This is an optimization exercise on Yosys and OpenROAD, whose aim is small area, not a production implementation. In this exercise RTL edits were held to simulation tests only and were not proved equivalent to the original. Power is estimated from default activity; no workload was simulated.

Setup of red:
// dot_product_top
module dot_product_top (
    input  logic        clk,
    input  logic        reset,
    input  logic        up_valid,
    input  logic        up_last,
    input  logic [63:0] up_data,
    input  logic [63:0] up_weight,
    output logic        dn_valid,
    output logic [15:0] dn_data
);
Size: ~70 flip-flops, ~150 I/O pins.
Settings: LEC_CHECK=0, ABC_AREA=1, CAP_MARGIN=20, CORE_MARGIN=2, CORE_UTILIZATION=40, GPL_TIMING_DRIVEN=0, SLEW_MARGIN=20, SYNTH_HIERARCHICAL=1, SYNTH_MINIMUM_KEEP_SIZE=0; clock period 6.0 ns.
standard.sh (not shown) runs the stock make flow with config.mk's settings and CLKGATE_MAP_FILE= SYNTH_SCRIPT=/design/flow/synth_recipe.tcl, a recipe that flattens the netlist after the stock synthesis.
==> flow/flow/run.sh <==
#!/bin/bash
# The standard layout with three changes: the port buffers are the smallest
# plain buffer, the buffers that synthesis inserted are removed at floorplan
# (the placer's repair inserts what timing and slew need), and non-critical
# gates are downsized after global routing.
set -euo pipefail
export BUFFER_PORTS_ARGS="-buffer_cell sky130_fd_sc_hd__buf_1"
export REMOVE_ABC_BUFFERS=1
export RECOVER_POWER=100
bash standard.sh > standard.log 2>&1
The inputs of blue differ from those of red as listed below.
==> flow/flow/run.sh <==
#!/bin/bash
# The standard layout with these changes: synthesis as standard, then every
# combinational cell set to its smallest size (the placer's and router's
# repair steps size up what timing needs); the buffers synthesis inserted are
# removed at floorplan; the port buffers are the smallest plain buffer; and
# non-critical gates are downsized after global routing; clock tree
# synthesis adds no dummy loads.
set -euo pipefail
export BUFFER_PORTS_ARGS="-buffer_cell sky130_fd_sc_hd__buf_1"
export REMOVE_ABC_BUFFERS=1
export RECOVER_POWER=100
export CTS_ARGS="-sink_clustering_enable -repair_clock_nets -dont_use_dummy_load -buf_list sky130_fd_sc_hd__clkbuf_8"
bash standard.sh synth > synth.log 2>&1
SYNTH_ODB=orfs/results/$FLOW_PLATFORM/dot_product_top/base/1_synth.odb openroad -no_init -exit flow/downsize.tcl > downsize.log 2>&1
bash standard.sh > standard.log 2>&1
==> flow/flow/downsize.tcl (new file) <==
# Set every combinational cell of the synthesized netlist to its smallest
# drive strength; the layout's own repair steps size up what timing needs.
set odb $::env(SYNTH_ODB)
read_db $odb
set db [ord::get_db]
set block [ord::get_db_block]
set n 0
foreach inst [$block getInsts] {
  set m [[$inst getMaster] getName]
  if { ![regexp {^(sky130_fd_sc_hd__)([a-z0-9]+)_([0-9]+)$} $m -> pfx base drive] } { continue }
  if { [regexp {^(df|edf|sdf|dl|conb|tap|fill|decap|clk)} $base] } { continue }
  if { $drive <= 1 } { continue }
  foreach d {1 0} {
    set t [$db findMaster "${pfx}${base}_${d}"]
    if { $t != "NULL" } {
      $inst swapMaster $t
      incr n
      break
    }
  }
}
puts "downsized $n instances"
write_db $odb
--- a/flow/config.mk
+++ b/flow/config.mk
@@ -10,4 +10,6 @@
 export CORE_MARGIN = 2
-export CORE_UTILIZATION = 40
+export CORE_UTILIZATION = 60
+export CTS_BUF_LIST = sky130_fd_sc_hd__clkbuf_8
 export GPL_TIMING_DRIVEN = 0
+export SETUP_SLACK_MARGIN = 0.1
 export SLEW_MARGIN = 20
[summary]
- blue | stages: all done | timing, DRC, antenna: all pass
- The cell area number comes out lower for blue vs red.
- Min proportion of final cell area spent on non-clock buffers across blue and red: red
- red vs blue, critical-path cell with the highest stage delay: sky130_fd_sc_hd__fa_1 vs sky130_fd_sc_hd__clkdlybuf4s15_1
- blue does worse than red on detailed-route via count.
- Of blue and red, it is blue that has the lower part of the power in the clock network.
diff inputs: blue => green
--- a/flow/flow/run.sh
+++ b/flow/flow/run.sh
@@ -5,4 +5,3 @@
 # removed at floorplan; the port buffers are the smallest plain buffer; and
-# non-critical gates are downsized after global routing; clock tree
-# synthesis adds no dummy loads.
+# non-critical gates are downsized after global routing.
 set -euo pipefail
@@ -11,3 +10,2 @@
 export RECOVER_POWER=100
-export CTS_ARGS="-sink_clustering_enable -repair_clock_nets -dont_use_dummy_load -buf_list sky130_fd_sc_hd__clkbuf_8"
 bash standard.sh synth > synth.log 2>&1
--- a/flow/config.mk
+++ b/flow/config.mk
@@ -13,3 +13,3 @@
 export GPL_TIMING_DRIVEN = 0
-export SETUP_SLACK_MARGIN = 0.1
+export SETUP_SLACK_MARGIN = 0.05
 export SLEW_MARGIN = 20
Findings:
green ran to completion and came out clean on the timing, DRC and antenna checks. Comparing blue against green, there is no change at all in final weighted congestion in routability-driven placement. Post-cts sizing count: green and blue compared, lower one is green. Highest net fanout along the worst path ended up 5 higher on green than on blue. In the metrics for green and blue, the one carrying the higher count of antenna diodes in the layout is blue. Cmp green vs blue: total power higher in green. Relative to blue, the net switching power measured on green has increased slightly. Going from blue to green, share of cell area taken by multi-input logic gates fell 0.32 points; smallest setup slack after layout shows an increase of 0.041 ns.
Edits applied to the flow inputs when going from green to orange:
==> flow/flow/run.sh <==
#!/bin/bash
# The standard layout with three changes: the port buffers are the smallest
# plain buffer, the buffers that synthesis inserted are removed at floorplan
# (the placer's repair inserts what timing and slew need), and non-critical
# gates are downsized after global routing.
set -euo pipefail
export BUFFER_PORTS_ARGS="-buffer_cell sky130_fd_sc_hd__buf_1"
export REMOVE_ABC_BUFFERS=1
export RECOVER_POWER=100
bash standard.sh > standard.log 2>&1
--- a/flow/config.mk
+++ b/flow/config.mk
@@ -13,3 +13,2 @@
 export GPL_TIMING_DRIVEN = 0
-export SETUP_SLACK_MARGIN = 0.05
 export SLEW_MARGIN = 20
removed: flow/flow/downsize.tcl
### Flow results
[orange vs green] synthesis-to-layout area growth: lower in orange. In orange, wire length reported by the detailed router is higher than in green. Re total power after layout: orange is 3.2% up on green. Looking at green and orange, the clock skew is a wash. The launch point of the critical path comes out up_weight[1] in one run and up_weight[25] in the other, namely in green and orange respectively. More vias were needed by orange than by green.
The inputs of purple differ from those of orange as listed below.
==> flow/flow/run.sh <==
#!/bin/bash
# The standard layout with these changes: synthesis as standard, then every
# combinational cell set to its smallest size (the placer's and router's
# repair steps size up what timing needs); the buffers synthesis inserted are
# removed at floorplan; the port buffers are the smallest plain buffer; and
# non-critical gates are downsized after global routing.
set -euo pipefail
export BUFFER_PORTS_ARGS="-buffer_cell sky130_fd_sc_hd__buf_1"
export REMOVE_ABC_BUFFERS=1
export RECOVER_POWER=100
bash standard.sh synth > synth.log 2>&1
SYNTH_ODB=orfs/results/$FLOW_PLATFORM/dot_product_top/base/1_synth.odb openroad -no_init -exit flow/downsize.tcl > downsize.log 2>&1
bash standard.sh > standard.log 2>&1
==> flow/flow/downsize.tcl (new file) <==
# Set every combinational cell of the synthesized netlist to its smallest
# drive strength; the layout's own repair steps size up what timing needs.
set odb $::env(SYNTH_ODB)
read_db $odb
set db [ord::get_db]
set block [ord::get_db_block]
set n 0
foreach inst [$block getInsts] {
  set m [[$inst getMaster] getName]
  if { ![regexp {^(sky130_fd_sc_hd__)([a-z0-9]+)_([0-9]+)$} $m -> pfx base drive] } { continue }
  if { [regexp {^(df|edf|sdf|dl|conb|tap|fill|decap|clk)} $base] } { continue }
  if { $drive <= 1 } { continue }
  foreach d {1 0} {
    set t [$db findMaster "${pfx}${base}_${d}"]
    if { $t != "NULL" } {
      $inst swapMaster $t
      incr n
      break
    }
  }
}
puts "downsized $n instances"
write_db $odb
--- a/flow/config.mk
+++ b/flow/config.mk
@@ -11,4 +11,6 @@
 export CORE_UTILIZATION = 60
-export CTS_BUF_LIST = sky130_fd_sc_hd__clkbuf_8
+export CTS_BUF_LIST = sky130_fd_sc_hd__clkbuf_4 sky130_fd_sc_hd__clkbuf_8
+export CTS_CLUSTER_SIZE = 30
 export GPL_TIMING_DRIVEN = 0
+export SETUP_SLACK_MARGIN = 0.05
 export SLEW_MARGIN = 20
## What came out
The via count reported for purple is lower than the one for orange.
Taking orange as the reference, in purple total standard cell area after synthesis went down; number of tapcells went down; clock-cell share of area did not really move.
purple: relative area of non-clock buffer cells in the final design higher than orange
Taking orange as 1.0, purple lands at 0.950 on multi-input gate area in the final layout.
On worst setup margin, purple does worse than orange.
purple and orange ended up with roughly the same final hold slack.
For purple, the endpoint of the worst setup timing path was r11_2, unlike orange, where it was r14_1.
purple against orange: cell count decreased by about 0.47% relative to the old numbers, horizontal die dimension lost 6.3 um.

afterwards: timing with drivers on the ports:
How much do the figures lean on ideal ports? The routed layouts below were timed once more, with nothing changed but the port constraints.
Step 1 sets driving cells, clkbuf_16 on the clock port and buf_2 on the other inputs (assumed; they add their load-dependent delay and slew).
Step 2 moves the port delays by t, midway between the first and last clock arrival at a register: inputs arrive t later, outputs are due t later. That takes back most of the time a late clock gives input paths.
a / b / c = no drivers / after step 1 / after step 2; a / b = the first two.
run	t, ns	setup slack, ns	hold slack, ns	worst slew at a driven data input, ns
red	0.369	0.077 / 0.089 / -0.280	0.428 / 0.428 / 0.428	0.05
blue	0.368	0.073 / 0.076 / -0.292	0.442 / 0.442 / 0.442	0.05
green	0.383	0.114 / 0.123 / -0.259	0.444 / 0.444 / 0.444	0.05
orange	0.379	0.138 / 0.153 / -0.226	0.442 / 0.442 / 0.442	0.06
purple	0.383	0.114 / 0.123 / -0.259	0.444 / 0.444 / 0.444	0.05
With both steps, setup timing fails in every run listed, where it was met with ideal ports.
